This is an optimization exercise on Yosys and OpenROAD, whose aim is small area, a short achievable clock period and few clock cycles, not a production implementation. Only simulation tests tie the RTL to the original design; equivalence was not proved. No activity file was given, so power comes from the tool's default toggle rates.

### design/flow/config.mk
export PLATFORM = sky130hd
export DESIGN_NAME = multicycle_core
export DESIGN_NICKNAME = multicycle_core
export VERILOG_FILES = /design/flow/design.v
export SDC_FILE = /design/flow/constraint.sdc
export NUM_CORES = 4
export LEC_CHECK = 0
export ABC_CLOCK_PERIOD_IN_PS = 5000
export CAP_MARGIN = 20
export CELL_PAD_IN_SITES_GLOBAL_PLACEMENT = 2
export CORE_MARGIN = 2
export CORE_UTILIZATION = 45
export PLACE_DENSITY = 0.6
export SETUP_SLACK_MARGIN = 5
export SLEW_MARGIN = 20
export SYNTH_HIERARCHICAL = 1
export SYNTH_MINIMUM_KEEP_SIZE = 0
### design/flow/constraint.sdc
create_clock -name core_clock -period 12.0 [get_ports {clk}]
set_input_delay 2.4000 -clock core_clock [delete_from_list [all_inputs] [get_ports {clk}]]
set_output_delay 2.4000 -clock core_clock [all_outputs]
set_load 0.01 [all_outputs]
### design/flow/design.v
`default_nettype none
module multicycle_core #(
  parameter int DATA_W     = 32,
  parameter int IMEM_DEPTH = 16,
  parameter int DMEM_DEPTH = 16,
  parameter int MAX_INSTR  = 256
) (
  input  logic                          clk,
  input  logic                          rst,
  input  logic                          start,
  output logic                          busy,
  output logic                          done,
  output logic                          err,
  input  logic                          imem_we,
  input  logic [$clog2(IMEM_DEPTH)-1:0] imem_addr,
  input  logic [33:0]                   imem_wdata,
  output logic [$clog2(IMEM_DEPTH)-1:0] pc,
  input  logic [4:0]                    probe_reg_addr,
  output logic [DATA_W-1:0]             probe_reg_data,
  input  logic [$clog2(DMEM_DEPTH)-1:0] probe_dm_addr,
  output logic [DATA_W-1:0]             probe_dm_data
);
  localparam int c_IMEM_AW = $clog2(IMEM_DEPTH);
  localparam int c_DMEM_AW = $clog2(DMEM_DEPTH);
  localparam int c_CNT_W   = $clog2(MAX_INSTR + 1);
  logic                  r_busy;
  logic                  r_done;
  logic                  r_err;
  logic [c_IMEM_AW-1:0]  r_pc;      
  logic [c_CNT_W-1:0]    r_cnt;     
  logic [33:0]           r_ir;      
  logic                  r_go;      
  logic                  r_halt;    
  logic                  r_e_go;
  logic                  r_e_wen;       
  logic                  r_e_mem_write;
  logic                  r_e_load;      
  logic [2:0]            r_e_alu_ctl;
  logic [4:0]            r_e_dest;
  logic [DATA_W-1:0]     r_e_a;
  logic [DATA_W-1:0]     r_e_b;         
  logic [DATA_W-1:0]     r_e_st;        
  logic [c_DMEM_AW-1:0]  r_e_dm_addr;   
  logic [33:0]           r_imem [IMEM_DEPTH];
  logic [DATA_W-1:0]     r_rf   [1:31];
  logic [31:1]           r_rf_v;
  logic [DATA_W-1:0]     r_dmem [DMEM_DEPTH];
  logic [DMEM_DEPTH-1:0] r_dm_v;
  logic [c_IMEM_AW-1:0]  w_fetch_addr;
  logic [33:0]           w_fetch;
  logic                  w_fetch_halt;
  logic [IMEM_DEPTH-1:0] w_sel_f;
  always_ff @(posedge clk) begin
    if (imem_we && !r_busy) begin
      r_imem[imem_addr] <= imem_wdata;
    end
  end
  assign w_fetch_addr = r_busy ? r_pc : '0;
  always_comb begin
    for (int j = 0; j < IMEM_DEPTH; j++) begin
      w_sel_f[j] = (w_fetch_addr == c_IMEM_AW'(j));
    end
  end
  for (genvar b = 0; b < 34; b++) begin : g_im_rd
    logic [IMEM_DEPTH-1:0] w_col;
    always_comb begin
      for (int j = 0; j < IMEM_DEPTH; j++) w_col[j] = r_imem[j][b];
    end
    mc_ao16 u_rd (.d(w_col), .s(w_sel_f), .y(w_fetch[b]));
  end
  assign w_fetch_halt = (w_fetch == 34'd0);
  logic [4:0]            w_rs;
  logic [4:0]            w_rt;
  logic [4:0]            w_dest;
  logic [DATA_W-1:0]     w_ra;
  logic [DATA_W-1:0]     w_rb;
  logic [DATA_W-1:0]     w_wb_data;
  logic [DATA_W-1:0]     w_opa;
  logic [DATA_W-1:0]     w_opb;
  logic [DATA_W-1:0]     w_bop;
  logic [31:1]           w_sel_a;
  logic [31:1]           w_sel_b;
  logic [3:0]            w_pa_lo;   
  logic [7:0]            w_pa_hi;   
  assign w_rs   = r_ir[25:21];
  assign w_rt   = r_ir[20:16];
  assign w_dest = r_ir[31] ? r_ir[15:11] : r_ir[20:16];
  always_comb begin
    for (int k = 0; k < 4; k++) w_pa_lo[k] = (probe_reg_addr[1:0] == 2'(k));
    for (int k = 0; k < 8; k++) w_pa_hi[k] = (probe_reg_addr[4:2] == 3'(k));
    for (int i = 1; i < 32; i++) begin
      w_sel_a[i] = (r_rf_v[i] && r_busy && (w_rs == 5'(i))) ||
                   (r_rf_v[i] && !r_busy && w_pa_lo[i % 4] && w_pa_hi[i / 4]);
      w_sel_b[i] = r_rf_v[i] && (w_rt == 5'(i));
    end
  end
  for (genvar b = 0; b < DATA_W; b++) begin : g_rf_rd
    logic [31:1] w_col;
    always_comb begin
      for (int i = 1; i < 32; i++) w_col[i] = r_rf[i][b];
    end
    mc_ao31_fast u_ra (.d(w_col), .s(w_sel_a), .y(w_ra[b]));
    mc_ao31      u_rb (.d(w_col), .s(w_sel_b), .y(w_rb[b]));
  end
  assign w_opa = (r_e_go && r_e_wen && (r_e_dest == w_rs)) ? w_wb_data : w_ra;
  assign w_opb = (r_e_go && r_e_wen && (r_e_dest == w_rt)) ? w_wb_data : w_rb;
  assign w_bop = r_ir[30] ? DATA_W'($signed(r_ir[15:0])) : w_opb;
  logic [c_DMEM_AW-1:0]  w_d_dm_addr;
  always_comb begin
    case (r_ir[29:27])
      3'b000:  w_d_dm_addr = w_opa[c_DMEM_AW-1:0] & w_bop[c_DMEM_AW-1:0];
      3'b001:  w_d_dm_addr = w_opa[c_DMEM_AW-1:0] | w_bop[c_DMEM_AW-1:0];
      3'b010:  w_d_dm_addr = w_opa[c_DMEM_AW-1:0] + w_bop[c_DMEM_AW-1:0];
      3'b110:  w_d_dm_addr = w_opa[c_DMEM_AW-1:0] - w_bop[c_DMEM_AW-1:0];
      default: w_d_dm_addr = '0;
    endcase
  end
  logic [DATA_W-1:0]     w_sum;
  logic                  w_lt;
  logic [DATA_W-1:0]     w_alu_y;
  logic                  w_is_slt;
  assign w_sum    = r_e_a + (r_e_alu_ctl[2] ? ~r_e_b : r_e_b) + DATA_W'(r_e_alu_ctl[2]);
  assign w_lt     = (r_e_a[DATA_W-1] != r_e_b[DATA_W-1]) ? r_e_a[DATA_W-1] : w_sum[DATA_W-1];
  assign w_is_slt = (r_e_alu_ctl == 3'b111);
  always_comb begin
    case (r_e_alu_ctl)
      3'b000:  w_alu_y = r_e_a & r_e_b;
      3'b001:  w_alu_y = r_e_a | r_e_b;
      3'b010:  w_alu_y = w_sum;
      3'b110:  w_alu_y = w_sum;
      3'b111:  w_alu_y = {{(DATA_W-1){1'b0}}, w_lt};
      default: w_alu_y = '0;
    endcase
  end
  logic [c_DMEM_AW-1:0]  w_dm_raddr;
  logic [DATA_W-1:0]     w_dm_rd;
  logic [DATA_W-1:0]     w_dm_word1;
  logic [DATA_W-1:0]     w_load;
  logic [c_DMEM_AW-1:0]  w_dm_idx;
  logic [DMEM_DEPTH-1:0] w_sel_d;
  assign w_dm_raddr = r_busy ? r_e_dm_addr : probe_dm_addr;
  always_comb begin
    for (int j = 0; j < DMEM_DEPTH; j++) begin
      w_sel_d[j] = r_dm_v[j] && (w_dm_raddr == c_DMEM_AW'(j));
    end
  end
  for (genvar b = 0; b < DATA_W; b++) begin : g_dm_rd
    logic [DMEM_DEPTH-1:0] w_col;
    always_comb begin
      for (int j = 0; j < DMEM_DEPTH; j++) w_col[j] = r_dmem[j][b];
    end
    mc_ao16 u_rd (.d(w_col), .s(w_sel_d), .y(w_dm_rd[b]));
  end
  assign w_dm_word1 = r_dmem[1] & {DATA_W{r_dm_v[1]}};
  assign w_load     = (w_is_slt && w_lt) ? w_dm_word1 : w_dm_rd;
  assign w_dm_idx   = w_is_slt ? c_DMEM_AW'(w_lt) : r_e_dm_addr;
  assign w_wb_data  = r_e_load ? w_load : w_alu_y;
  always_ff @(posedge clk) begin
    for (int i = 1; i < 32; i++) begin
      if (r_e_go && r_e_wen && (r_e_dest == 5'(i))) begin
        r_rf[i] <= w_wb_data;
      end
    end
    for (int j = 0; j < DMEM_DEPTH; j++) begin
      if (r_e_go && r_e_mem_write && (w_dm_idx == c_DMEM_AW'(j))) begin
        r_dmem[j] <= r_e_st;
      end
    end
  end
  always_ff @(posedge clk or posedge rst) begin
    if (rst) begin
      r_rf_v <= '0;
      r_dm_v <= '0;
    end else begin
      for (int i = 1; i < 32; i++) begin
        if (r_e_go && r_e_wen && (r_e_dest == 5'(i))) begin
          r_rf_v[i] <= 1'b1;
        end
      end
      for (int j = 0; j < DMEM_DEPTH; j++) begin
        if (r_e_go && r_e_mem_write && (w_dm_idx == c_DMEM_AW'(j))) begin
          r_dm_v[j] <= 1'b1;
        end
      end
    end
  end
  always_ff @(posedge clk) begin
    r_e_a         <= w_opa;
    r_e_b         <= w_bop;
    r_e_st        <= w_opb;
    r_e_dm_addr   <= w_d_dm_addr;
    r_e_wen       <= r_ir[33] && (w_dest != 5'd0);
    r_e_mem_write <= r_ir[32];
    r_e_load      <= r_ir[26] && !r_ir[32];
    r_e_alu_ctl   <= r_ir[29:27];
    r_e_dest      <= w_dest;
  end
  logic w_issue;    
  logic w_load_ir;  
  assign w_issue   = r_busy && r_go;
  assign w_load_ir = w_issue || (!r_busy && start);
  always_ff @(posedge clk or posedge rst) begin
    if (rst) begin
      r_busy <= 1'b0;
      r_done <= 1'b0;
      r_err  <= 1'b0;
      r_pc   <= '0;
      r_e_go <= 1'b0;
    end else begin
      r_e_go <= w_issue;
      if (!r_busy) begin
        if (start) begin
          r_busy <= 1'b1;
          r_done <= 1'b0;
          r_err  <= 1'b0;
          r_pc   <= c_IMEM_AW'(1);
        end
      end else if (r_go) begin
        r_pc   <= r_pc + c_IMEM_AW'(1);
      end else begin
        r_busy <= 1'b0;
        r_done <= 1'b1;
        r_err  <= !r_halt;
      end
    end
  end
  always_ff @(posedge clk) begin
    if (w_load_ir) begin
      r_ir   <= w_fetch;
      r_halt <= w_fetch_halt;
    end
    if (!r_busy) begin
      r_cnt <= '0;
      r_go  <= !w_fetch_halt;
    end else if (r_go) begin
      r_cnt <= r_cnt + c_CNT_W'(1);
      r_go  <= !w_fetch_halt && (r_cnt != c_CNT_W'(MAX_INSTR - 1));
    end
  end
  assign busy           = r_busy;
  assign done           = r_done;
  assign err            = r_err;
  assign pc             = r_pc;
  assign probe_reg_data = w_ra;
  assign probe_dm_data  = w_dm_rd;
endmodule
module mc_ao31_fast (
  input  logic [30:0] d,
  input  logic [30:0] s,
  output logic        y
);
  logic [15:0] l1;
  logic [3:0]  l2;
  logic [1:0]  l3;
  for (genvar k = 0; k < 15; k++) begin : g_l1
    mc_aoi22 u (.a1(d[2*k]), .a2(s[2*k]), .b1(d[2*k+1]), .b2(s[2*k+1]), .y(l1[k]));
  end
  mc_nand2 u_l1_last (.a(d[30]), .b(s[30]), .y(l1[15]));
  for (genvar k = 0; k < 4; k++) begin : g_l2
    mc_nand4 u (.a(l1[4*k]), .b(l1[4*k+1]), .c(l1[4*k+2]), .d(l1[4*k+3]), .y(l2[k]));
  end
  mc_nor2  u_l3_0 (.a(l2[0]), .b(l2[1]), .y(l3[0]));
  mc_nor2  u_l3_1 (.a(l2[2]), .b(l2[3]), .y(l3[1]));
  mc_nand2 u_l4   (.a(l3[0]), .b(l3[1]), .y(y));
endmodule
module mc_ao31 (
  input  logic [30:0] d,
  input  logic [30:0] s,
  output logic        y
);
  logic [10:0] l1;
  logic [2:0]  l2;
  for (genvar k = 0; k < 10; k++) begin : g_l1
    mc_aoi222 u (.a1(d[3*k]), .a2(s[3*k]), .b1(d[3*k+1]), .b2(s[3*k+1]),
                 .c1(d[3*k+2]), .c2(s[3*k+2]), .y(l1[k]));
  end
  mc_nand2 u_l1_last (.a(d[30]), .b(s[30]), .y(l1[10]));
  mc_nand4 u_l2_0 (.a(l1[0]), .b(l1[1]), .c(l1[2]), .d(l1[3]), .y(l2[0]));
  mc_nand4 u_l2_1 (.a(l1[4]), .b(l1[5]), .c(l1[6]), .d(l1[7]), .y(l2[1]));
  mc_nand3 u_l2_2 (.a(l1[8]), .b(l1[9]), .c(l1[10]), .y(l2[2]));
  mc_or3   u_l3   (.a(l2[0]), .b(l2[1]), .c(l2[2]), .y(y));
endmodule
module mc_ao16 (
  input  logic [15:0] d,
  input  logic [15:0] s,
  output logic        y
);
  logic [5:0] l1;
  logic [1:0] l2;
  for (genvar k = 0; k < 5; k++) begin : g_l1
    mc_aoi222 u (.a1(d[3*k]), .a2(s[3*k]), .b1(d[3*k+1]), .b2(s[3*k+1]),
                 .c1(d[3*k+2]), .c2(s[3*k+2]), .y(l1[k]));
  end
  mc_nand2 u_l1_last (.a(d[15]), .b(s[15]), .y(l1[5]));
  mc_nand3 u_l2_0 (.a(l1[0]), .b(l1[1]), .c(l1[2]), .y(l2[0]));
  mc_nand3 u_l2_1 (.a(l1[3]), .b(l1[4]), .c(l1[5]), .y(l2[1]));
  mc_or2   u_l3   (.a(l2[0]), .b(l2[1]), .y(y));
endmodule
module mc_aoi22 (input logic a1, a2, b1, b2, output logic y);
  assign y = !((a1 && a2) || (b1 && b2));
endmodule
module mc_aoi222 (input logic a1, a2, b1, b2, c1, c2, output logic y);
  assign y = !((a1 && a2) || (b1 && b2) || (c1 && c2));
endmodule
module mc_nand2 (input logic a, b, output logic y);
  assign y = !(a && b);
endmodule
module mc_nand3 (input logic a, b, c, output logic y);
  assign y = !(a && b && c);
endmodule
module mc_nand4 (input logic a, b, c, d, output logic y);
  assign y = !(a && b && c && d);
endmodule
module mc_nor2 (input logic a, b, output logic y);
  assign y = !(a || b);
endmodule
module mc_or2 (input logic a, b, output logic y);
  assign y = a || b;
endmodule
module mc_or3 (input logic a, b, c, output logic y);
  assign y = a || b || c;
endmodule
`default_nettype wire
### design/flow/run.sh
#!/bin/bash
# synth_recipe.tcl (not shown) runs the flow's synth.tcl, then flattens the netlist and writes it again
# the make line also repeats each setting of config.mk as NAME=value (left out here)
make -C /OpenROAD-flow-scripts/flow DESIGN_CONFIG=/design/flow/config.mk WORK_HOME=/design/flow/orfs CLKGATE_MAP_FILE= SYNTH_SCRIPT=/design/flow/synth_recipe.tcl finish
==> results of run 1 <==
## what timing repair did
action | 4_1_cts | 5_1_grt
gates cloned | 32 | 2
pin swaps | 173 | 88
gates resized for setup | 511 | 61
setup endpoints to repair | 65 | 60
buffers inserted | 170 | 13
## worst max path at each step
| stage | end | slack (ns) | from | cells after the start |
|---|---|---|---|---|
| 2_1_floorplan | probe_reg_data[3] | 5.04 | probe_reg_addr[0] | 8 |
| 3_3_place_gp | probe_reg_data[10] | 3.54 | probe_reg_addr[2] | 10 |
| 3_5_place_dp | probe_reg_data[10] | 3.53 | probe_reg_addr[2] | 10 |
| 4_1_cts | probe_reg_data[3] | 4.90 | probe_reg_addr[0] | 13 |
| 5_1_grt | r_e_a[14] | 4.93 | probe_reg_addr[4] | 39 |
| 6_report | r_e_a[14] | 4.93 | probe_reg_addr[1] | 38 |
## registers in the layout, summed over array words and instances, names as in the netlist, 3 cells and up
name / flops
r_dmem: 512
r_e_alu_ctl: 3
r_e_a: 32
r_dm_v: 16
r_imem: 544
r_ir: 34
r_pc: 4
r_e_dm_addr: 4
r_e_b: 32
r_cnt: 9
r_rf: 992
r_e_dest: 5
r_e_st: 32
r_rf_v: 31
## Yosys stat by module (local to each module, per instance), a selection
module	flops+latches	area (um2)	cells inside	times used
multicycle_core	2259	74200	3470	1
mc_aoi22	0	12.51	1	480
mc_aoi222	0	10.01	1	650
mc_nand4	0	6.256	1	192
mc_or2	0	6.256	1	66
mc_or3	0	6.256	1	32
mc_nand3	0	5.005	1	164
mc_nand2	0	3.754	1	162
mc_nor2	0	3.754	1	64
## cells by family after synthesis
| kind of cell | Yosys count | synth area share [%] |
|---|---|---|
| buffers and inverters | 122 | 0.5465 |
| adder cells (fa/ha/maj) | 75 | 0.9752 |
| AO/OA/AOI/OAI | 1457 | 16.25 |
| flip-flops | 2259 | 73.56 |
| AND/OR/NAND/NOR | 1226 | 7.083 |
| XOR/XNOR | 70 | 0.7005 |
| multiplexers | 71 | 0.8850 |
## report_power, final
group | switching (mW) | leakage [nW] | internal [mW]
registers | 0.692 | 20.8 | 10.6
logic | 6.40 | 11.1 | 3.13
clock network | 3.08 | 3.63 | 4.03
total | 10.2 | 35.5 | 17.7
## layer usage
| layer | up-vias | GRT usage, % | wire, um |
|---|---|---|---|
| met5 | - | 0 | 111 |
| li1 | 24630 | - | - |
| met3 | 482 | 5.450 | 31730 |
| met4 | 18 | 9.203 | 10270 |
| met2 | 3330 | 46.91 | 144900 |
| met1 | 31330 | 47.07 | 139600 |
## layout by cell type, fill, tap and decap left out, types with 51 or more instances in the layout
master	n
buf_4	304
nor2_1	72
mux2_2	65
buf_12	72
nand2_1	229
dfrtp_1	54
or3_1	51
dfxtp_1	118
clkbuf_1	55
nand3_1	211
inv_1	53
clkbuf_16	237
a222oi_1	650
edfxtp_1	2083
or2_2	52
o21ai_0	65
nor2_4	87
nand4_1	208
a21oi_1	54
a22oi_2	481
## metrics by stage
step	power, mW	setup WS (ns)	hold slack [ns]	cell area, um2	utilization (%)
2_1_floorplan	15.59	5.036	0.3487	90200	-
3_3_place_gp	20.10	3.543	0.3829	96750	48.51
3_5_place_dp	20.14	3.535	0.3868	96810	48.54
4_1_cts	27.89	4.902	0.3937	107800	54.04
5_1_grt	28.84	4.932	0.4177	107900	54.11
6_report	27.87	4.930	0.3856	107900	54.11
## worst max-delay path, delay by kind of cell
kind | cells | cell delay [ns]
and+or+nand+nor | 5 | 1.06
buffers and inverters | 30 | 3.79
AOI/OAI and AO/OA | 2 | 0.19
muxes | 1 | 0.33
## layout make-up
type	count	area [um2]
sequential	2259	66350
tap	2656	3323
inverter	55	206.4
clock buffer	300	6225
clock inverter	124	1192
multi-input combinational	2901	24660
antenna	3	7.507
fill	16150	91530
timing repair buffer	548	5954
==> results.sh, run 1 <==
export IMPL_hold_end="r_e_mem_write"
export IMPL_worst_r2r_endpoint="r_e_a[14]"
export IMPL_die_w_um=451.7
export IMPL_max_stage_delay_ns=0.33
export IMPL_clock_skew_ns=0.03526
export IMPL_slew_viol_final=0
export IMPL_end_kind="flip-flop"
export IMPL_drtIter0Drc=10520
export IMPL_synthFlopType="edfxtp_1"
export IMPL_synthTopCellsByCount="edfxtp_1 (2083), a222oi_1 (650), a22oi_2 (481), nand2_1 (257), nand3_1 (212)"
export IMPL_globalplace_congestion=0.8390
export IMPL_clock_latency_ns=0.88
export IMPL_setup_tns_final_ns=0
export IMPL_rsz0062_at_grt="yes"
export IMPL_hold_viol=0
export IMPL_final_antenna_net_count=0
export IMPL_cts_tree="yes"
export IMPL_dpl_hpwl_um=189100
export IMPL_finalNetCount=6092
export IMPL_async_flop_share_pct=2.435
export IMPL_cp_required_ns=12.73
export IMPL_initial_core_util_pct=45.22
export IMPL_tightestPinTransition_ns=1.168
export IMPL_drcViolationCount=0
export IMPL_cts_buffers=231
export IMPL_cp_arrival_ns=7.80
export IMPL_synth_most_common_cell="edfxtp_1"
export IMPL_first_pass_iters=12
export IMPL_power_density_nw_per_um2=258.3
export IMPL_drv_cap=0
export IMPL_synth_edf_count=2083
export IMPL_yosysTopAreaCell="edfxtp_1"
export IMPL_reg2regPathDepth=37
export IMPL_dp_cells=8202
export IMPL_rows=164
export IMPL_core_area_um2=199500
export IMPL_grt_max_degree=56
export IMPL_stdcell_count=8846
export IMPL_antenna_found_initial=19
export IMPL_drive_above_1_share_pct=27.30
export IMPL_critical_path_class="input port to flip-flop"
export IMPL_ios=122
export IMPL_port_buffers=121
export IMPL_dieArea_um2=204000
export IMPL_min_path_type="flip-flop to flip-flop"
export IMPL_max_freq_mhz=141.4
export IMPL_cts_buffer_depth=3
export IMPL_ys_seq_area_share_pct=73.56
export IMPL_slew_headroom_pct=21.63
export IMPL_via_per_inst=6.759
export IMPL_grt_pass1_vias=57400
export IMPL_synth_fp_nets=5376
export IMPL_gr_total_overflow=0
export IMPL_rr_startpoint="r_busy"
export IMPL_synth_top_cell_area_share_pct=69.35
export IMPL_synth_distinct_cells=89
export IMPL_wl_per_cell_um=36.93
export IMPL_synth_warnings=9
export IMPL_synthCells=5280
export IMPL_peakVddDrop_v=0.0001922
export IMPL_wl_um=326700
export IMPL_startpoint_type="input port"
export IMPL_cpMostUsedCell="buf_4"
export IMPL_grt_pass1_wl_um=452600
export IMPL_ys_top_cells_by_area="edfxtp_1 (69%), a222oi_1 (7.2%), a22oi_2 (6.7%), dfxtp_1 (2.7%), dfrtp_1 (1.5%)"
export IMPL_root_buffer="clkbuf_16"
export IMPL_min_path_cells=0
export IMPL_path_clk_slew_ns=0.06
export IMPL_syn_area_um2=90200
export IMPL_min_from="r_ir[32]"
export IMPL_period_share_pct=58.92
export IMPL_syn_avg_cell_area_um2=17.08
export IMPL_vias=59790
export IMPL_grt_usage_pct=31.39
export IMPL_finalSetupViolations=0
export IMPL_htreeDepth=4
export IMPL_cts_sinks=2259
export IMPL_slowest_stage="or3b_4"
export IMPL_path_max_fanout=8
export IMPL_leakage_nw=35.50
export IMPL_status="complete, no violations"
export IMPL_reg2reg_slack_ns=5.57
export IMPL_dieHeight_um=451.7
export IMPL_synth_seq_cells=2259
export IMPL_holdBufCountCts=0
export IMPL_syn_to_final_growth_pct=19.65
export IMPL_min_period_ns=7.070
Testbench counts, summed over its fixed seeds: cycles 31,375.
==> run 2, diff against run 1 <==
--- a/design/flow/config.mk
+++ b/design/flow/config.mk
@@ -9,8 +9,11 @@
 export CAP_MARGIN = 20
 export CELL_PAD_IN_SITES_GLOBAL_PLACEMENT = 2
 export CORE_MARGIN = 2
-export CORE_UTILIZATION = 45
-export PLACE_DENSITY = 0.6
+export CORE_UTILIZATION = 50
+export CTS_BUF_LIST = sky130_fd_sc_hd__clkbuf_16
+export CTS_CLUSTER_DIAMETER = 100
+export CTS_CLUSTER_SIZE = 30
+export PLACE_DENSITY = 0.65
 export SETUP_SLACK_MARGIN = 5
 export SLEW_MARGIN = 20
 export SYNTH_HIERARCHICAL = 1
==> results.sh, run 2 <==
export IMPL_status="complete, no violations"
export IMPL_final_util_pct=57.15
export IMPL_synth_warnings=9
export IMPL_grt_usage_pct=33.42
export IMPL_synthTopCellsByCount="edfxtp_1 (2083), a222oi_1 (650), a22oi_2 (481), nand2_1 (257), nand3_1 (212)"
export IMPL_min_path_type="flip-flop to flip-flop"
export IMPL_leakage_nw=33.04
export IMPL_cp_arrival_ns=4.57
export IMPL_path_clk_slew_ns=0.10
export IMPL_die_w_um=428.7
export IMPL_reg_top3="r_rf x992, r_imem x544, r_dmem x512"
export IMPL_setup_tns_final_ns=0
export IMPL_dieHeight_um=428.7
export IMPL_end_kind="primary output"
export IMPL_max_freq_mhz=143.4
export IMPL_rr_startpoint="r_e_alu_ctl[2]"
export IMPL_grt_pass1_vias=55980
export IMPL_hold_viol=0
export IMPL_ys_seq_area_share_pct=73.56
export IMPL_critical_path_class="input port to primary output"
export IMPL_synth_top_cell_area_share_pct=69.35
export IMPL_stdcell_count=8230
export IMPL_final_cell_mix="edfxtp_1 (2083), a222oi_1 (650), a22oi_2 (481)"
export IMPL_reg2regPathDepth=22
export IMPL_cts_sinks=2259
export IMPL_synth_fp_nets=5376
export IMPL_startpoint_type="input port"
export IMPL_final_antenna_net_count=0
export IMPL_syn_to_final_growth_pct=13.30
export IMPL_worst_r2r_endpoint="r_e_dm_addr[3]"
export IMPL_hold_ws_ns=0.3782
export IMPL_top_register="r_rf"
export IMPL_htreeDepth=3
export IMPL_finalNetCount=5896
export IMPL_rsz0062_at_grt="yes"
export IMPL_min_period_ns=6.974
export IMPL_syn_avg_cell_area_um2=17.08
export IMPL_reg2reg_slack_ns=5.74
export IMPL_yosysTopAreaCell="edfxtp_1"
export IMPL_synth_most_common_cell="edfxtp_1"
export IMPL_synthFlopType="edfxtp_1"
export IMPL_ios=122
export IMPL_min_path_cells=0
export IMPL_synth_seq_cells=2259
export IMPL_grt_max_degree=56
export IMPL_largest_reg_flops=992
export IMPL_cts_tree="yes"
export IMPL_clock_latency_ns=0.79
export IMPL_drive_above_1_share_pct=23.52
export IMPL_syn_area_um2=90200
export IMPL_layout_cells_most_common="edfxtp_1"
export IMPL_peakVddDrop_v=0.0002247
export IMPL_slowest_stage="nand3b_1"
export IMPL_drcViolationCount=0
export IMPL_antenna_found_initial=9
export IMPL_cts_buffers=86
export IMPL_holdBufCountCts=0
export IMPL_globalplace_congestion=0.8693
export IMPL_drtIter0Drc=10940
export IMPL_first_pass_iters=11
export IMPL_synthCells=5280
export IMPL_wl_per_cell_um=38.18
export IMPL_power_density_nw_per_um2=237.0
export IMPL_period_share_pct=58.12
export IMPL_wl_um=314200
export IMPL_path_max_fanout=11
export IMPL_drv_cap=0
export IMPL_ys_top_cells_by_area="edfxtp_1 (69%), a222oi_1 (7.2%), a22oi_2 (6.7%), dfxtp_1 (2.7%), dfrtp_1 (1.5%)"
export IMPL_clock_skew_ns=0.05346
export IMPL_dieArea_um2=183800
export IMPL_core_area_um2=178800
export IMPL_finalSetupViolations=0
export IMPL_via_per_inst=7.146
export IMPL_path_cells="clkdlybuf4s15_2 > nand3b_1 > buf_4 > o21ai_2 > and3_4 > buf_12 > buf_16 > buf_12 > a22oi_2 > nand4_1 > nor2_2 > nand2_4 > clkdlybuf4s15_2"
export IMPL_root_buffer="clkbuf_16"
export IMPL_gr_total_overflow=0
export IMPL_grt_pass1_wl_um=434600
export IMPL_synth_edf_count=2083
export IMPL_min_from="r_ir[32]"
export IMPL_dpl_hpwl_um=181100
export IMPL_hold_end="r_e_mem_write"
export IMPL_vias=58810
export IMPL_slew_viol_final=0
export IMPL_port_buffers=121
export IMPL_cp_required_ns=9.60
export IMPL_max_stage_delay_ns=0.31
export IMPL_cts_buffer_depth=3
export IMPL_async_flop_share_pct=2.435
export IMPL_initial_core_util_pct=50.44
export IMPL_rows=155
export IMPL_synth_distinct_cells=89
export IMPL_tightestPinTransition_ns=1.095
export IMPL_slew_headroom_pct=26.32
export IMPL_dp_cells=7908
==> run 2: cell counts after synthesis <==
No cell type changed its count.
==> run 2: cell families after synthesis <==
logic type	after synthesis	share of synthesized area [%]
flops	2259	73.56
fa+ha+maj	75	0.9752
compound gates	1457	16.25
xor+xnor	70	0.7005
simple gates	1226	7.083
buf+inv	122	0.5465
mux	71	0.8850
==> run 2: per-module statistics from Yosys (local to each module, per instance), excerpt <==
module	flip-flops and latches	cells	copies in the design	cell area, um2
mc_aoi22	0	1	480	12.51
mc_aoi222	0	1	650	10.01
mc_nand2	0	1	162	3.754
mc_nand3	0	1	164	5.005
mc_nand4	0	1	192	6.256
mc_nor2	0	1	64	3.754
mc_or2	0	1	66	6.256
mc_or3	0	1	32	6.256
multicycle_core	2259	3470	1	74200
==> run 2: area by class of cell <==
type                            count  area, um2
Antenna cell                        7      17.52
Clock buffer                       86       2152
Clock inverter                     70      440.4
Fill cell                       13860      76610
Inverter                           55      206.4
Multi-Input combinational cell   2900      24510
Sequential cell                  2259      66350
Tap cell                         2355       2947
Timing Repair Buffer              498       5574
==> run 2: critical path: cells and delay by family <==
family	cells	cell delay, ns
AO/OA/AOI/OAI	2	0.16
buffers and inverters	6	1.16
AND/OR/NAND/NOR	5	0.82
==> run 2: repair_timing <==
| action | CTS | global route |
|---|---|---|
| cloned | 37 | 2 |
| buffers inserted | 110 | 10 |
| resized for setup | 508 | 32 |
| pin swaps | 179 | 18 |
| hold endpoints to repair | 0 | 0 |
| setup endpoints to repair | 64 | 35 |
==> run 2: where the power goes <==
group          switching, mW  leakage (nW)  internal (mW)
sequential             0.645          20.8           10.5
clock                   2.37          1.46           1.41
combinational           6.28          10.8           2.99
total                   9.29          33.0           14.9
==> run 2: metrics by stage <==
stage	total power, mW	worst slack, ns	area, um2
finish	24.22	5.026	102200
global route	25.06	4.990	102200
CTS	24.18	4.937	102000
detailed placement	19.97	3.565	96430
global placement	19.92	3.601	96430
floorplan	15.59	5.036	90200
==> run 2: worst max path at each step <==
stage,from,to,slack [ns],depth (start not counted)
global route,probe_reg_addr[4],probe_reg_data[29],4.99,11
global placement,probe_reg_addr[1],probe_reg_data[3],3.60,10
CTS,probe_reg_addr[0],probe_reg_data[2],4.94,12
floorplan,probe_reg_addr[0],probe_reg_data[3],5.04,8
finish,probe_reg_addr[2],probe_reg_data[2],5.03,13
detailed placement,probe_reg_addr[1],probe_reg_data[3],3.57,10
==> run 2: metal layers <==
metal / vias up / track usage, % / wire length [um]
met5: - / 0 / 56
met4: 10 / 10.25 / 10580
met3: 388 / 6.551 / 36370
met2: 3685 / 49.77 / 138000
met1: 30640 / 49.78 / 129200
li1: 24090 / - / -
==> run 3, diff against run 2 <==
--- a/design/flow/config.mk
+++ b/design/flow/config.mk
@@ -11,8 +11,8 @@
 export CORE_MARGIN = 2
 export CORE_UTILIZATION = 50
 export CTS_BUF_LIST = sky130_fd_sc_hd__clkbuf_16
-export CTS_CLUSTER_DIAMETER = 100
-export CTS_CLUSTER_SIZE = 30
+export CTS_CLUSTER_DIAMETER = 80
+export CTS_CLUSTER_SIZE = 20
 export PLACE_DENSITY = 0.65
 export SETUP_SLACK_MARGIN = 5
 export SLEW_MARGIN = 20
==> results.sh, run 3 <==
export IMPL_status="complete, no violations"
export IMPL_drcViolationCount=0
export IMPL_clock_latency_ns=0.83
export IMPL_synth_seq_cells=2259
export IMPL_min_from="r_ir[32]"
export IMPL_nFillCells=13720
export IMPL_drive_above_1_share_pct=24.86
export IMPL_grt_pass1_wl_um=436600
export IMPL_peakVddDrop_v=0.0002345
export IMPL_cts_tree="yes"
export IMPL_hold_ws_ns=0.3742
export IMPL_path_max_fanout=32
export IMPL_first_pass_iters=14
export IMPL_synth_most_common_cell="edfxtp_1"
export IMPL_stdcell_count=8326
export IMPL_antenna_found_initial=12
export IMPL_yosysTopAreaCell="edfxtp_1"
export IMPL_grt_usage_pct=33.61
export IMPL_slew_headroom_pct=27.96
export IMPL_crit_family="simple AND/OR/NAND/NOR gates"
export IMPL_cp_arrival_ns=4.61
export IMPL_initial_core_util_pct=50.44
export IMPL_root_buffer="clkbuf_16"
export IMPL_leakage_nw=33.99
export IMPL_post_place_ws_ns=3.565
export IMPL_synth_edf_count=2083
export IMPL_synthCells=5280
export IMPL_fin_area_um2=104200
export IMPL_rr_startpoint="r_e_alu_ctl[2]"
export IMPL_drv_cap=0
export IMPL_dieHeight_um=428.7
export IMPL_synth_fp_nets=5376
export IMPL_reg2reg_slack_ns=5.74
export IMPL_gr_total_overflow=0
export IMPL_cts_buffer_depth=3
export IMPL_syn_to_final_growth_pct=15.53
export IMPL_core_area_um2=178800
export IMPL_synth_warnings=9
export IMPL_total_power_mw=25.51
export IMPL_timing_final_ws_setup_ns=4.990
export IMPL_drtIter0Drc=11030
export IMPL_startpoint_type="input port"
export IMPL_synth_top_cell_area_share_pct=69.35
export IMPL_via_per_inst=7.112
export IMPL_largest_reg_flops=992
export IMPL_synthFlopType="edfxtp_1"
export IMPL_min_path_cells=0
export IMPL_slew_viol_final=0
export IMPL_grt_pass1_vias=56720
export IMPL_htreeDepth=4
export IMPL_power_density_nw_per_um2=244.8
export IMPL_syn_avg_cell_area_um2=17.08
export IMPL_min_path_type="flip-flop to flip-flop"
export IMPL_period_share_pct=58.42
export IMPL_rsz0062_at_grt="yes"
export IMPL_hold_end="r_e_mem_write"
export IMPL_wl_um=315900
export IMPL_ys_top_cells_by_area="edfxtp_1 (69%), a222oi_1 (7.2%), a22oi_2 (6.7%), dfxtp_1 (2.7%), dfrtp_1 (1.5%)"
export IMPL_worst_r2r_endpoint="r_e_dm_addr[3]"
export IMPL_critPathBufInv=3
export IMPL_syn_area_um2=90200
export IMPL_reg2regPathDepth=22
export IMPL_ios=122
export IMPL_min_period_ns=7.010
export IMPL_placed_cell_area_um2=96430
export IMPL_top_register="r_rf"
export IMPL_max_stage_delay_ns=0.30
export IMPL_cts_buffers=142
export IMPL_cts_sinks=2259
export IMPL_wl_per_cell_um=37.94
export IMPL_final_util_pct=58.28
export IMPL_path_cells="clkdlybuf4s15_2 > nand3_1 > o21ai_0 > and3_2 > buf_12 > a22oi_2 > nand4_1 > nor2_2 > nand2_2 > dlygate4sd2_1"
export IMPL_cp_required_ns=9.60
export IMPL_setup_tns_final_ns=0
export IMPL_tightestPinTransition_ns=1.071
export IMPL_dp_cells=7908
export IMPL_max_freq_mhz=142.7
export IMPL_rows=155
export IMPL_finalNetCount=5960
export IMPL_async_flop_share_pct=2.435
export IMPL_clock_skew_ns=0.03372
export IMPL_holdBufCountCts=0
export IMPL_slowest_stage="dlygate4sd2_1"
export IMPL_dieArea_um2=183800
export IMPL_final_antenna_net_count=0
export IMPL_finalSetupViolations=0
export IMPL_grt_max_degree=56
export IMPL_port_buffers=121
export IMPL_synth_distinct_cells=89
export IMPL_final_cell_mix="edfxtp_1 (2083), a222oi_1 (650), a22oi_2 (481)"
export IMPL_hold_viol=0
export IMPL_path_clk_slew_ns=0.08
export IMPL_die_w_um=428.7
export IMPL_end_kind="primary output"
export IMPL_globalplace_congestion=0.8693
export IMPL_dpl_hpwl_um=181100
export IMPL_vias=59210
export IMPL_layout_cells_most_common="edfxtp_1"
export IMPL_ys_seq_area_share_pct=73.56
export IMPL_synthTopCellsByCount="edfxtp_1 (2083), a222oi_1 (650), a22oi_2 (481), nand2_1 (257), nand3_1 (212)"
export IMPL_reg_top3="r_rf x992, r_imem x544, r_dmem x512"
export IMPL_critical_path_class="input port to primary output"
==> run 3: per-layer routing <==
metal | global-route usage (%) | part of all wire (%) | up-vias
li1 | - | - | 24270
met1 | 49.19 | 41 | 30650
met2 | 49.56 | 44 | 3830
met3 | 8.043 | 12 | 446
met4 | 11.06 | 3.4 | 8
met5 | 0 | 0.015 | -
==> run 3: area by class of cell <==
class                      instances  area, um2  area share [%]
inverter                          55      206.4          0.1981
timing repair buffer             506       5720           5.490
multi-input combinational       2900      24500           23.51
sequential                      2259      66350           63.67
antenna                            6      15.01         0.01441
clock inverter                    96      739.5          0.7096
clock buffer                     149       3729           3.578
tap                             2355       2947           2.828
==> run 3: cells by family after synthesis <==
group           after synthesis  synth area share, %
compound gates             1457                16.25
xor+xnor                     70               0.7005
fa+ha+maj                    75               0.9752
buf+inv                     122               0.5465
flops                      2259                73.56
mux                          71               0.8850
simple gates               1226                7.083
==> run 3: per-module statistics from Yosys, one instance, submodules excluded, a selection <==
module           times used  cell area [um2]  cells inside  flops+latches
mc_aoi22                480            12.51             1              0
mc_aoi222               650            10.01             1              0
mc_nand3                164            5.005             1              0
mc_or2                   66            6.256             1              0
mc_or3                   32            6.256             1              0
multicycle_core           1            74200          3470           2259
==> run 3: worst max path at each step <==
stage                            from            endpoint  slack (ns)  cells after the start
floorplan           probe_reg_addr[0]   probe_reg_data[3]        5.04                      8
global placement    probe_reg_addr[1]   probe_reg_data[3]        3.60                     10
detailed placement  probe_reg_addr[1]   probe_reg_data[3]        3.57                     10
CTS                 probe_reg_addr[1]  probe_reg_data[30]        4.96                     13
global route        probe_reg_addr[2]  probe_reg_data[25]        4.96                     10
finish              probe_reg_addr[2]  probe_reg_data[25]        4.99                     10
==> run 3: repair_timing <==
item                       in CTS  in global routing
gates cloned                   33                  3
buffers inserted              120                 11
pin swaps                     156                 40
setup endpoints to repair      64                 55
gates resized for setup       470                 50
==> run 3: report_power, final <==
group          internal, mW  total [mW]  switching (mW)
combinational          2.97        9.22            6.25
sequential             10.5        11.2           0.644
clock                  2.45        5.10            2.65
==> run 4, diff against run 3 <==
==> design/flow/flow/run.sh (new file) <==
#!/bin/bash
set -euo pipefail
MARGIN=${MARGIN:-6.5}
bash standard.sh SETUP_SLACK_MARGIN=$MARGIN MATCH_CELL_FOOTPRINT=0 finish > standard.log 2>&1
==> design/flow/standard.sh (new file) <==
#!/bin/bash
# synth_recipe.tcl (not shown) runs the flow's synth.tcl, then flattens the netlist and writes it again
# the make line also repeats each setting of config.mk as NAME=value (left out here)
make -C /OpenROAD-flow-scripts/flow DESIGN_CONFIG=/design/flow/config.mk WORK_HOME=/design/flow/orfs CLKGATE_MAP_FILE= SYNTH_SCRIPT=/design/flow/synth_recipe.tcl "${@:-finish}"
--- a/design/flow/config.mk
+++ b/design/flow/config.mk
@@ -14,7 +14,6 @@
 export CTS_CLUSTER_DIAMETER = 80
 export CTS_CLUSTER_SIZE = 20
 export PLACE_DENSITY = 0.65
-export SETUP_SLACK_MARGIN = 5
 export SLEW_MARGIN = 20
 export SYNTH_HIERARCHICAL = 1
 export SYNTH_MINIMUM_KEEP_SIZE = 0
removed: design/flow/run.sh
==> results.sh, run 4 <==
export IMPL_status="complete, no violations"
export IMPL_htreeDepth=4
export IMPL_min_path_type="flip-flop to flip-flop"
export IMPL_globalplace_congestion=0.8931
export IMPL_p_sw_mw=10.29
export IMPL_synth_most_common_cell="edfxtp_1"
export IMPL_max_stage_delay_ns=0.29
export IMPL_syn_area_um2=90200
export IMPL_drv_cap=0
export IMPL_path_max_fanout=8
export IMPL_synthCells=5280
export IMPL_vias=62040
export IMPL_multi_input_comb_area_um2=25680
export IMPL_cp_required_ns=12.70
export IMPL_slew_viol_final=0
export IMPL_drcViolationCount=0
export IMPL_power_density_nw_per_um2=250.3
export IMPL_cts_sinks=2259
export IMPL_initial_core_util_pct=50.44
export IMPL_grt_pass1_wl_um=462100
export IMPL_synth_fp_nets=5376
export IMPL_leakage_nw=35.42
export IMPL_combinationalPowerShare_pct=38.6
export IMPL_cts_buffers=142
export IMPL_critical_path_class="input port to flip-flop"
export IMPL_ys_top_cells_by_area="edfxtp_1 (69%), a222oi_1 (7.2%), a22oi_2 (6.7%), dfxtp_1 (2.7%), dfrtp_1 (1.5%)"
export IMPL_clock_skew_ns=0.02613
export IMPL_total_power_mw=26.85
export IMPL_clock_latency_ns=0.83
export IMPL_ys_seq_area_share_pct=73.56
export IMPL_cts_tree="yes"
export IMPL_first_pass_iters=14
export IMPL_synthTopCellsByCount="edfxtp_1 (2083), a222oi_1 (650), a22oi_2 (481), nand2_1 (257), nand3_1 (212)"
export IMPL_fin_area_um2=107300
export IMPL_reg_top3="r_rf x992, r_imem x544, r_dmem x512"
export IMPL_async_flop_share_pct=2.435
export IMPL_tightestPinTransition_ns=1.164
export IMPL_synthFlopType="edfxtp_1"
export IMPL_antenna_found_initial=43
export IMPL_placed_cell_area_um2=96280
export IMPL_synth_warnings=9
export IMPL_yosysTopAreaCell="edfxtp_1"
export IMPL_pwr_share_clk_pct=19.1
export IMPL_nFillCells=13470
export IMPL_p_sw_share_pct=38.32
export IMPL_drtIter0Drc=11690
export IMPL_largest_reg_flops=992
export IMPL_ios=122
export IMPL_min_period_ns=6.854
export IMPL_synth_seq_cells=2259
export IMPL_rows=155
export IMPL_layout_cells_most_common="edfxtp_1"
export IMPL_ff_latch_area_um2=66360
export IMPL_cp_arrival_ns=7.56
export IMPL_root_buffer="clkbuf_16"
export IMPL_power_frac_seq_pct=42.3
export IMPL_wl_um=338800
export IMPL_dpl_hpwl_um=178000
export IMPL_final_cell_mix="edfxtp_1 (2083), a222oi_1 (650), a22oi_2 (481)"
export IMPL_grt_pass1_vias=58100
export IMPL_cpMostUsedCell="buf_4"
export IMPL_setup_tns_final_ns=0
export IMPL_finalSetupViolations=0
export IMPL_dieHeight_um=428.7
export IMPL_via_per_inst=7.240
export IMPL_final_antenna_net_count=0
export IMPL_syn_avg_cell_area_um2=17.08
export IMPL_slowest_stage="nand4_1"
export IMPL_dieArea_um2=183800
export IMPL_cts_buffer_depth=3
export IMPL_holdBufCountCts=0
export IMPL_wl_per_cell_um=39.54
export IMPL_syn_to_final_growth_pct=18.93
export IMPL_startpoint_type="input port"
export IMPL_rsz0062_at_grt="yes"
export IMPL_max_freq_mhz=145.9
export IMPL_period_share_pct=57.12
export IMPL_peakVddDrop_v=0.0002096
export IMPL_hold_viol=0
export IMPL_end_kind="flip-flop"
export IMPL_gr_total_overflow=0
export IMPL_grt_usage_pct=35.88
export IMPL_drive_above_1_share_pct=29.06
export IMPL_grt_max_degree=56
export IMPL_finalNetCount=6192
export IMPL_synth_top_cell_area_share_pct=69.35
export IMPL_port_buffers=121
export IMPL_core_area_um2=178800
export IMPL_internal_power_mw=16.56
export IMPL_slew_headroom_pct=21.88
export IMPL_die_w_um=428.7
export IMPL_path_clk_slew_ns=0.09
export IMPL_synth_distinct_cells=89
export IMPL_synth_edf_count=2083
export IMPL_top_register="r_rf"
[run 4: modules after synthesis (local to each module, per instance), excerpt]
| module | area [um2] | copies in the design | flops+latches |
|---|---|---|---|
| multicycle_core | 74200 | 1 | 2259 |
| mc_nand4 | 6.256 | 192 | 0 |
| mc_or3 | 6.256 | 32 | 0 |
| mc_nand3 | 5.005 | 164 | 0 |
| mc_aoi222 | 10.01 | 650 | 0 |
| mc_aoi22 | 12.51 | 480 | 0 |
| mc_or2 | 6.256 | 66 | 0 |
| mc_nand2 | 3.754 | 162 | 0 |
| mc_nor2 | 3.754 | 64 | 0 |
[run 4: cells by family (layout without fill, tap and decap cells)]
logic type	Yosys count	after routing	share of synthesized area (%)
multiplexers	71	71	0.8850
AND/OR/NAND/NOR	1226	1271	7.083
AO/OA/AOI/OAI	1457	1459	16.25
other	0	13	0
XOR/XNOR	70	70	0.7005
flip-flops	2259	2259	73.56
adder cells (fa/ha/maj)	75	75	0.9752
buffers and inverters	122	996	0.5465
[run 4: worst paths after layout]
| check | from | to | slack, ns | cells after the start |
|---|---|---|---|---|
| setup / recovery | probe_reg_addr[3] | r_e_a[19] | 5.15 | 37 |
| hold / removal | r_ir[32] | r_e_mem_write | 0.45 | 0 |
| setup reg to reg | r_busy | r_e_a[19] | 5.54 | 37 |
| hold reg to reg | r_ir[32] | r_e_mem_write | 0.45 | 0 |
| max in group asynchronous | rst | r_busy | 9.16 | 3 |
| min in group asynchronous | rst | r_pc[2] | 2.16 | 3 |
[run 4: final cells by class]
type	instances	area share, %
inverter	55	0.1994
sequential	2259	61.86
multi-input combinational	2946	23.94
antenna	13	0.03033
clock inverter	99	0.6718
clock buffer	150	3.499
timing repair buffer	692	7.054
tap	2355	2.747
[run 4: what timing repair did]
action | 4_1_cts | 5_1_grt
setup buffers | 361 | 29
setup endpoints to repair | 175 | 181
hold endpoints to repair | 0 | 0
gates resized for setup | 549 | 126
gates cloned | 51 | 4
pin swaps | 260 | 155
[run 4: critical path, delay by kind of cell]
family | cells | cell delay, ns
AO/OA/AOI/OAI | 3 | 0.29
buffers and inverters | 28 | 3.60
AND/OR/NAND/NOR | 6 | 1.28
[run 4: layer usage]
metal	vias to the layer above	wire (um)	track usage, %
li1	24810	-	-
met1	31990	134500	52.27
met2	4532	145500	51.98
met3	671	45140	9.667
met4	34	13450	12.61
met5	-	209	0
[run 4: through the flow]
step / util, % / instances / hold slack (ns) / setup slack [ns]
after floorplan: - / 5280 / 0.3487 / 5.789
after global placement: 53.84 / 7861 / 0.4292 / 3.775
after detailed placement: 53.84 / 7861 / 0.4307 / 3.798
after CTS: 59.57 / 8522 / 0.4477 / 5.213
after global routing: 59.98 / 8557 / 0.4524 / 5.145
final: 59.99 / 8569 / 0.4487 / 5.146
[run 4: power groups by stage]
stage	clock [mW]	sequential (mW)	combinational [mW]
3_3_place_gp	0	11.3	8.64
4_1_cts	5.17	11.3	9.89
3_5_place_dp	0	11.3	8.65
5_1_grt	5.44	11.4	10.7
2_1_floorplan	0	11.1	4.56
6_report	5.13	11.4	10.4
==> run 5, diff against run 4 <==
--- a/design/flow/design.v
+++ b/design/flow/design.v
@@ -38,8 +38,10 @@
   logic [2:0]            r_e_alu_ctl;
   logic [4:0]            r_e_dest;
   logic [DATA_W-1:0]     r_e_a;
+  logic [DATA_W-1:0]     r_e_rt;        
+  logic                  r_e_alu_src;   
+  logic [15:0]           r_e_imm;
   logic [DATA_W-1:0]     r_e_b;         
-  logic [DATA_W-1:0]     r_e_st;        
   logic [c_DMEM_AW-1:0]  r_e_dm_addr;   
   logic [33:0]           r_imem [IMEM_DEPTH];
   logic [DATA_W-1:0]     r_rf   [1:31];
@@ -119,6 +121,7 @@
   logic                  w_lt;
   logic [DATA_W-1:0]     w_alu_y;
   logic                  w_is_slt;
+  assign r_e_b    = r_e_alu_src ? DATA_W'($signed(r_e_imm)) : r_e_rt;
   assign w_sum    = r_e_a + (r_e_alu_ctl[2] ? ~r_e_b : r_e_b) + DATA_W'(r_e_alu_ctl[2]);
   assign w_lt     = (r_e_a[DATA_W-1] != r_e_b[DATA_W-1]) ? r_e_a[DATA_W-1] : w_sum[DATA_W-1];
   assign w_is_slt = (r_e_alu_ctl == 3'b111);
@@ -163,7 +166,7 @@
     end
     for (int j = 0; j < DMEM_DEPTH; j++) begin
       if (r_e_go && r_e_mem_write && (w_dm_idx == c_DMEM_AW'(j))) begin
-        r_dmem[j] <= r_e_st;
+        r_dmem[j] <= r_e_rt;
       end
     end
   end
@@ -186,8 +189,9 @@
   end
   always_ff @(posedge clk) begin
     r_e_a         <= w_opa;
-    r_e_b         <= w_bop;
-    r_e_st        <= w_opb;
+    r_e_rt        <= w_opb;
+    r_e_alu_src   <= r_ir[30];
+    r_e_imm       <= r_ir[15:0];
     r_e_dm_addr   <= w_d_dm_addr;
     r_e_wen       <= r_ir[33] && (w_dest != 5'd0);
     r_e_mem_write <= r_ir[32];
@@ -249,20 +253,30 @@
   input  logic [30:0] s,
   output logic        y
 );
-  logic [15:0] l1;
-  logic [3:0]  l2;
-  logic [1:0]  l3;
-  for (genvar k = 0; k < 15; k++) begin : g_l1
-    mc_aoi22 u (.a1(d[2*k]), .a2(s[2*k]), .b1(d[2*k+1]), .b2(s[2*k+1]), .y(l1[k]));
-  end
-  mc_nand2 u_l1_last (.a(d[30]), .b(s[30]), .y(l1[15]));
-  for (genvar k = 0; k < 4; k++) begin : g_l2
-    mc_nand4 u (.a(l1[4*k]), .b(l1[4*k+1]), .c(l1[4*k+2]), .d(l1[4*k+3]), .y(l2[k]));
+  logic [3:0] l2;
+  logic [1:0] l3;
+  for (genvar k = 0; k < 3; k++) begin : g_l2
+    mc_ao8 u (.d(d[8*k +: 8]), .s(s[8*k +: 8]), .y(l2[k]));
   end
+  mc_ao7   u_l2_3 (.d(d[30:24]), .s(s[30:24]), .y(l2[3]));
   mc_nor2  u_l3_0 (.a(l2[0]), .b(l2[1]), .y(l3[0]));
   mc_nor2  u_l3_1 (.a(l2[2]), .b(l2[3]), .y(l3[1]));
   mc_nand2 u_l4   (.a(l3[0]), .b(l3[1]), .y(y));
 endmodule
+module mc_ao8 (
+  input  logic [7:0] d,
+  input  logic [7:0] s,
+  output logic       y
+);
+  assign y = |(d & s);
+endmodule
+module mc_ao7 (
+  input  logic [6:0] d,
+  input  logic [6:0] s,
+  output logic       y
+);
+  assign y = |(d & s);
+endmodule
 module mc_ao31 (
   input  logic [30:0] d,
   input  logic [30:0] s,
@@ -296,9 +310,6 @@
   mc_nand3 u_l2_1 (.a(l1[3]), .b(l1[4]), .c(l1[5]), .y(l2[1]));
   mc_or2   u_l3   (.a(l2[0]), .b(l2[1]), .y(y));
 endmodule
-module mc_aoi22 (input logic a1, a2, b1, b2, output logic y);
-  assign y = !((a1 && a2) || (b1 && b2));
-endmodule
 module mc_aoi222 (input logic a1, a2, b1, b2, c1, c2, output logic y);
   assign y = !((a1 && a2) || (b1 && b2) || (c1 && c2));
 endmodule
==> design/flow/run.sh (new file) <==
#!/bin/bash
# synth_recipe.tcl (not shown) runs the flow's synth.tcl, then flattens the netlist and writes it again
# the make line also repeats each setting of config.mk as NAME=value (left out here)
make -C /OpenROAD-flow-scripts/flow DESIGN_CONFIG=/design/flow/config.mk WORK_HOME=/design/flow/orfs CLKGATE_MAP_FILE= SYNTH_SCRIPT=/design/flow/synth_recipe.tcl finish
--- a/design/flow/config.mk
+++ b/design/flow/config.mk
@@ -14,6 +14,7 @@
 export CTS_CLUSTER_DIAMETER = 80
 export CTS_CLUSTER_SIZE = 20
 export PLACE_DENSITY = 0.65
+export SETUP_SLACK_MARGIN = 5
 export SLEW_MARGIN = 20
 export SYNTH_HIERARCHICAL = 1
 export SYNTH_MINIMUM_KEEP_SIZE = 0
removed: design/flow/flow/run.sh
removed: design/flow/standard.sh
==> results.sh, run 5 <==
export IMPL_dieArea_um2=177700
export IMPL_cts_buffer_depth=3
export IMPL_path_clk_slew_ns=0.08
export IMPL_startpoint_type="input port"
export IMPL_cts_tree="yes"
export IMPL_final_util_pct=57.78
export IMPL_first_pass_iters=13
export IMPL_ios=122
export IMPL_die_w_um=421.5
export IMPL_synth_top_cell_area_share_pct=71.77
export IMPL_finalSetupViolations=0
export IMPL_clock_skew_ns=0.03865
export IMPL_fin_area_um2=100200
export IMPL_synthTopCellsByCount="edfxtp_1 (2083), a222oi_1 (683), a22oi_1 (468), nand2_1 (256), nand3_1 (232)"
export IMPL_ff_latch_area_um2=66060
export IMPL_dieHeight_um=421.5
export IMPL_critical_path_class="input port to primary output"
export IMPL_path_cells="buf_2 > nor2_1 > a22o_2 > buf_4 > and3_1 > buf_12 > a222oi_1 > nand3_1 > or2_4 > dlygate4sd2_1"
export IMPL_cp_required_ns=9.60
export IMPL_drcViolationCount=0
export IMPL_layout_cells_most_common="edfxtp_1"
export IMPL_wl_per_cell_um=37.38
export IMPL_stdcell_count=8172
export IMPL_dpl_hpwl_um=174800
export IMPL_dp_cells=7803
export IMPL_end_kind="primary output"
export IMPL_nFillCells=13400
export IMPL_yosysTopAreaCell="edfxtp_1"
export IMPL_cp_arrival_ns=4.62
export IMPL_cts_sinks=2244
export IMPL_critPathBufInv=4
export IMPL_clock_latency_ns=0.83
export IMPL_holdBufCountCts=0
export IMPL_tightestPinTransition_ns=1.224
export IMPL_synth_warnings=9
export IMPL_initial_core_util_pct=50.25
export IMPL_gr_total_overflow=0
export IMPL_root_buffer="clkbuf_16"
export IMPL_synthFlopType="edfxtp_1"
export IMPL_slew_headroom_pct=18.43
export IMPL_finalNetCount=5854
export IMPL_path_max_fanout=32
export IMPL_setup_tns_final_ns=0
export IMPL_grt_pass1_vias=55510
export IMPL_async_flop_share_pct=2.451
export IMPL_syn_area_um2=87150
export IMPL_p_sw_share_pct=37.60
export IMPL_htreeDepth=4
export IMPL_min_period_ns=7.018
export IMPL_syn_avg_cell_area_um2=16.64
export IMPL_placed_cell_area_um2=93240
export IMPL_status="complete, no violations"
export IMPL_peakVddDrop_v=0.0001751
export IMPL_combinationalPowerShare_pct=35.7
export IMPL_drive_above_1_share_pct=16.32
export IMPL_slowest_stage="a222oi_1"
export IMPL_via_per_inst=7.202
export IMPL_top_register="r_rf"
export IMPL_max_stage_delay_ns=0.35
export IMPL_hold_ws_ns=0.3480
export IMPL_internal_power_mw=15.71
export IMPL_largest_reg_flops=992
export IMPL_wl_um=305500
export IMPL_leakage_nw=33.02
export IMPL_reg_top3="r_rf x992, r_imem x544, r_dmem x512"
export IMPL_cts_buffers=140
export IMPL_synthCells=5237
export IMPL_rows=153
export IMPL_synth_seq_cells=2244
export IMPL_slew_viol_final=0
export IMPL_synth_fp_nets=5333
export IMPL_drtIter0Drc=12510
export IMPL_grt_pass1_wl_um=419500
export IMPL_port_buffers=121
export IMPL_final_antenna_net_count=0
export IMPL_crit_family="simple AND/OR/NAND/NOR gates"
export IMPL_ys_seq_area_share_pct=75.78
export IMPL_core_area_um2=173400
export IMPL_min_path_type="flip-flop to flip-flop"
export IMPL_vias=58860
export IMPL_multi_input_comb_area_um2=22030
export IMPL_rsz0062_at_grt="yes"
export IMPL_grt_usage_pct=33.15
export IMPL_globalplace_congestion=0.9142
export IMPL_grt_max_degree=56
export IMPL_drv_cap=0
export IMPL_p_sw_mw=9.462
export IMPL_antenna_found_initial=26
export IMPL_synth_distinct_cells=80
export IMPL_max_freq_mhz=142.5
export IMPL_hold_viol=0
export IMPL_synth_most_common_cell="edfxtp_1"
export IMPL_power_frac_seq_pct=44.7
export IMPL_pwr_share_clk_pct=19.7
export IMPL_period_share_pct=58.48
export IMPL_power_density_nw_per_um2=251.2
export IMPL_final_cell_mix="edfxtp_1 (2083), a222oi_1 (683), a22oi_1 (467)"
export IMPL_synth_edf_count=2083
export IMPL_syn_to_final_growth_pct=14.98
export IMPL_ys_top_cells_by_area="edfxtp_1 (72%), a222oi_1 (7.8%), a22oi_1 (4.0%), dfxtp_1 (2.4%), dfrtp_1 (1.6%)"
[run 5: area by class of cell]
cell class	count	area share, %
sequential	2244	65.92
multi-input combinational	2878	21.99
timing repair buffer	439	4.701
clock buffer	150	3.746
tap	2325	2.903
clock inverter	74	0.5169
inverter	55	0.2085
antenna	7	0.01748
[run 5: cell families after synthesis]
kind of cell	synth area share (%)
flops	75.78
compound gates	14.04
simple gates	7.061
buf+inv	0.5570
xor+xnor	0.7738
mux	0.8686
fa+ha+maj	0.9159
[run 5: path summary, 6_finish.rpt]
path	from	end	slack, ns	cells after the start
min reg2reg	r_ir[5]	r_e_imm[5]	0.35	0
max	probe_dm_addr[0]	probe_dm_data[17]	4.98	10
max in group asynchronous	rst	r_done	9.22	3
min in group asynchronous	rst	r_busy	2.16	3
max reg2reg	r_e_alu_src	r_e_dm_addr[3]	5.35	26
min	r_ir[5]	r_e_imm[5]	0.35	0
[run 5: power groups by stage]
| stage | Clock, mW | Sequential, mW | Combinational (mW) |
|---|---|---|---|
| finish | 4.95 | 11.2 | 8.98 |
| global placement | 0 | 11.3 | 8.21 |
| CTS | 5.00 | 11.2 | 8.73 |
| detailed placement | 0 | 11.3 | 8.27 |
| global route | 5.27 | 11.3 | 9.44 |
| floorplan | 0 | 11.0 | 4.45 |
[run 5: repair_timing]
action                                  in CTS  in global routing
pin swaps                                  171                 66
setup buffers                               78                 24
gates resized for setup                    460                 62
endpoints found under the setup margin      66                 51
gates cloned                                21                  6
[run 5: per-stage QoR]
stage	setup WS (ns)	power (mW)
after detailed placement	3.435	19.60
after global placement	3.461	19.54
final	4.982	25.17
after global routing	4.911	26.00
after floorplan	5.225	15.42
after CTS	4.911	24.93
[run 5: layer usage]
layer | track usage, % | vias to the layer above | routed length, um
met4 | 11.64 | 16 | 11410
met2 | 48.44 | 4355 | 133300
met1 | 48.42 | 29930 | 120500
li1 | - | 23990 | -
met3 | 8.396 | 569 | 40210
met5 | 0.1882 | - | 125
[run 5: modules after synthesis (local to each module, per instance), a selection]
module,cells inside,flops+latches,area (um2),times used
mc_nor2,1,0,3.754,64
mc_ao8,5,0,36.28,96
mc_nand3,1,0,5.005,164
mc_nand2,1,0,3.754,130
mc_or2,1,0,6.256,66
mc_or3,1,0,6.256,32
mc_aoi222,1,0,10.01,650
mc_nand4,1,0,6.256,64
multicycle_core,3459,2244,73640,1
mc_ao7,4,0,30.03,32
[run 5: worst register-to-register path, stage by stage, from the launching register on]
cell	delay, ns
dfxtp_1	0.33
buf_6	0.35
mux2_2	0.44
xor2_1	0.17
ha_1	0.35
a21o_1	0.23
or4_4	0.50
o22ai_4	0.30
o32a_1	0.19
o31a_1	0.28
a21o_1	0.18
buf_6	0.26
a32oi_1	0.20
o31ai_2	0.38
inv_1	0.11
ha_1	0.29
nand2_1	0.04
o21ai_0	0.15
inv_1	0.09
ha_1	0.27
a21o_1	0.17
a21oi_2	0.27
nor2b_1	0.18
o2111a_1	0.18
a311oi_1	0.07
a2111o_1	0.46
nand3_1	0.16
Testbench counts of run 5, summed over its fixed seeds: cycles 31,375.
==> run 6, diff against run 5 <==
--- a/design/flow/config.mk
+++ b/design/flow/config.mk
@@ -9,11 +9,11 @@
 export CAP_MARGIN = 20
 export CELL_PAD_IN_SITES_GLOBAL_PLACEMENT = 2
 export CORE_MARGIN = 2
-export CORE_UTILIZATION = 50
+export CORE_UTILIZATION = 60
 export CTS_BUF_LIST = sky130_fd_sc_hd__clkbuf_16
-export CTS_CLUSTER_DIAMETER = 80
-export CTS_CLUSTER_SIZE = 20
-export PLACE_DENSITY = 0.65
+export CTS_CLUSTER_DIAMETER = 95
+export CTS_CLUSTER_SIZE = 26
+export PLACE_DENSITY = 0.75
 export SETUP_SLACK_MARGIN = 5
 export SLEW_MARGIN = 20
 export SYNTH_HIERARCHICAL = 1
==> results.sh, run 6 <==
export IMPL_status="complete, no violations"
export IMPL_first_pass_iters=13
export IMPL_ys_top_cells_by_area="edfxtp_1 (72%), a222oi_1 (7.8%), a22oi_1 (4.0%), dfxtp_1 (2.4%), dfrtp_1 (1.6%)"
export IMPL_ios=122
export IMPL_reg2reg_slack_ns=5.37
export IMPL_period_share_pct=58.09
export IMPL_reg_top3="r_rf x992, r_imem x544, r_dmem x512"
export IMPL_port_buffers=121
export IMPL_end_kind="primary output"
export IMPL_synth_distinct_cells=80
export IMPL_largest_reg_flops=992
export IMPL_grt_max_degree=56
export IMPL_globalplace_congestion=0.9202
export IMPL_antenna_found_initial=22
export IMPL_grt_pass1_vias=55050
export IMPL_path_max_fanout=16
export IMPL_max_freq_mhz=143.5
export IMPL_ys_seq_area_share_pct=75.78
export IMPL_initial_core_util_pct=60.59
export IMPL_hold_end="r_e_imm[9]"
export IMPL_cts_tree="yes"
export IMPL_wl_per_cell_um=36.70
export IMPL_via_per_inst=7.608
export IMPL_root_buffer="clkbuf_16"
export IMPL_core_area_um2=143800
export IMPL_reg2regPathDepth=25
export IMPL_power_density_nw_per_um2=243.0
export IMPL_tightestPinTransition_ns=1.249
export IMPL_syn_avg_cell_area_um2=16.64
export IMPL_leakage_nw=32.23
export IMPL_slew_headroom_pct=16.71
export IMPL_min_period_ns=6.971
export IMPL_cp_required_ns=9.60
export IMPL_clock_skew_ns=0.03474
export IMPL_synthFlopType="edfxtp_1"
export IMPL_rr_startpoint="r_e_rt[11]"
export IMPL_synth_fp_nets=5333
export IMPL_grtUsageMet3_pct=9.866
export IMPL_drv_cap=0
export IMPL_final_cell_mix="edfxtp_1 (2083), a222oi_1 (683), a22oi_1 (467)"
export IMPL_critical_path_class="input port to primary output"
export IMPL_die_w_um=385.1
export IMPL_finalSetupViolations=0
export IMPL_drtIter0Drc=12380
export IMPL_synthTopCellsByCount="edfxtp_1 (2083), a222oi_1 (683), a22oi_1 (468), nand2_1 (256), nand3_1 (232)"
export IMPL_drive_above_1_share_pct=13.28
export IMPL_synth_seq_cells=2244
export IMPL_async_flop_share_pct=2.451
export IMPL_htreeDepth=3
export IMPL_syn_area_um2=87150
export IMPL_slew_viol_final=0
export IMPL_dpl_hpwl_um=164500
export IMPL_dieHeight_um=385.1
export IMPL_grt_util_met1_pct=53.39
export IMPL_gr_total_overflow=0
export IMPL_syn_to_final_growth_pct=12.01
export IMPL_rows=139
export IMPL_synth_warnings=9
export IMPL_layout_cells_most_common="edfxtp_1"
export IMPL_cts_buffer_depth=3
export IMPL_synth_edf_count=2083
export IMPL_finalNetCount=5765
export IMPL_vias=58310
export IMPL_worst_r2r_endpoint="r_e_dm_addr[3]"
export IMPL_cts_sinks=2244
export IMPL_min_path_cells=0
export IMPL_hold_viol=0
export IMPL_cts_buffers=97
export IMPL_yosysTopAreaCell="edfxtp_1"
export IMPL_synth_top_cell_area_share_pct=71.77
export IMPL_setup_tns_final_ns=0
export IMPL_min_from="r_ir[9]"
export IMPL_peakVddDrop_v=0.0001884
export IMPL_startpoint_type="input port"
export IMPL_top_usage_layer="met2"
export IMPL_min_path_type="flip-flop to flip-flop"
export IMPL_top_register="r_rf"
export IMPL_drcViolationCount=0
export IMPL_wl_um=281300
export IMPL_startpoint="probe_dm_addr[2]"
export IMPL_final_antenna_net_count=0
export IMPL_clock_latency_ns=0.78
export IMPL_rsz0062_at_grt="yes"
export IMPL_dieArea_um2=148300
export IMPL_synthCells=5237
export IMPL_cp_arrival_ns=4.57
export IMPL_hold_ws_ns=0.3483
export IMPL_grt_usage_pct=37.24
export IMPL_global_route_usage_met2_pct=55.00
export IMPL_synth_most_common_cell="edfxtp_1"
export IMPL_path_clk_slew_ns=0.11
export IMPL_grt_pass1_wl_um=393300
==> run 6: cell count changes in the layout (fill, tap and decap cells not counted), sizes merged <==
cell           previous run  this run
clkdlybuf4s15            15        24
clkinv                   16         4
dlygate4sd2              11        20
and3                     94        92
inv                     106       136
clkinvlp                  5         0
bufinv                    2         0
diode                     7         9
and2                     16        12
clkbuf                  170       112
buf                     343       290
==> run 6: stage by stage <==
stage / instance area, um2 / power [mW] / std cells / util (%) / setup WS (ns)
CTS: 97170 / 23.41 / 7632 / 67.56 / 5.001
detailed placement: 92530 / 19.32 / 7373 / 64.33 / 3.684
global placement: 92490 / 19.22 / 7370 / 64.30 / 3.668
floorplan: 87150 / 15.42 / 5237 / - / 5.225
global route: 97600 / 24.48 / 7656 / 67.86 / 4.897
finish: 97620 / 23.73 / 7664 / 67.87 / 5.029
==> run 6: per-layer routing <==
layer	wire (um)	part of all wire, %
met5	415	0.15
met4	12670	4.5
met3	41260	15
met2	124400	44
met1	102600	36
==> run 6: cells by family after synthesis <==
family,Yosys count,synth area share [%]
mux,69,0.8686
compound gates,1456,14.04
flops,2244,75.78
buf+inv,126,0.5570
fa+ha+maj,67,0.9159
xor+xnor,77,0.7738
simple gates,1198,7.061
==> run 6: repair_timing <==
item,CTS,global route
cloned,19,3
endpoints found under the setup margin,65,53
pin swaps,132,67
gates resized for setup,396,75
buffers inserted,58,9
hold buffers,0,0
hold endpoints to repair,0,0
==> run 6: worst max-delay path by stage <==
| stage | slack, ns | endpoint | cells past startpoint |
|---|---|---|---|
| finish | 5.03 | probe_dm_data[5] | 9 |
| global route | 4.90 | r_e_dm_addr[3] | 26 |
| CTS | 5.00 | probe_dm_data[20] | 9 |
| detailed placement | 3.68 | probe_reg_data[3] | 9 |
| global placement | 3.67 | probe_reg_data[3] | 10 |
| floorplan | 5.22 | r_e_dm_addr[3] | 17 |
==> run 6: modules after synthesis (local to each module, per instance), a selection <==
module | flip-flops and latches | cells
mc_nand2 | 0 | 1
mc_or2 | 0 | 1
mc_nand3 | 0 | 1
mc_nand4 | 0 | 1
mc_or3 | 0 | 1
mc_ao7 | 0 | 4
multicycle_core | 2244 | 3459
mc_aoi222 | 0 | 1
mc_ao8 | 0 | 5
mc_nor2 | 0 | 1
==> run 6: final cells by class <==
cell class,count,area [um2]
Antenna cell,9,22.52
Clock buffer,97,2427
Clock inverter,85,457.9
Fill cell,9753,46210
Inverter,55,209.0
Multi-Input combinational cell,2872,21840
Sequential cell,2244,66050
Tap cell,1903,2381
Timing Repair Buffer,399,4224
==> run 6: power by group <==
| group | internal (mW) | total, mW | switching [mW] |
|---|---|---|---|
| Sequential | 10.5 | 11.2 | 0.681 |
| Clock | 1.51 | 3.86 | 2.35 |
| Combinational | 2.78 | 8.67 | 5.89 |
==> run 6: worst max-delay path, cell delays in order <==
cell and delay, ns:
buf_2 0.12, nor2_1 0.07, a22o_4 0.26, and3_4 0.22, bufbuf_16 0.30, a222oi_1 0.48, nand3_1 0.16, or2_4 0.30
clkdlybuf4s15_1 0.23

Re-timed with assumed drivers on the ports (clkbuf_16 on the clock, buf_2 on other inputs), run 6 has 5.001 ns of setup slack against 5.029 ns with ideal ports, and 4.572 ns once port delays also move by the mid clock arrival of 0.847 ns.
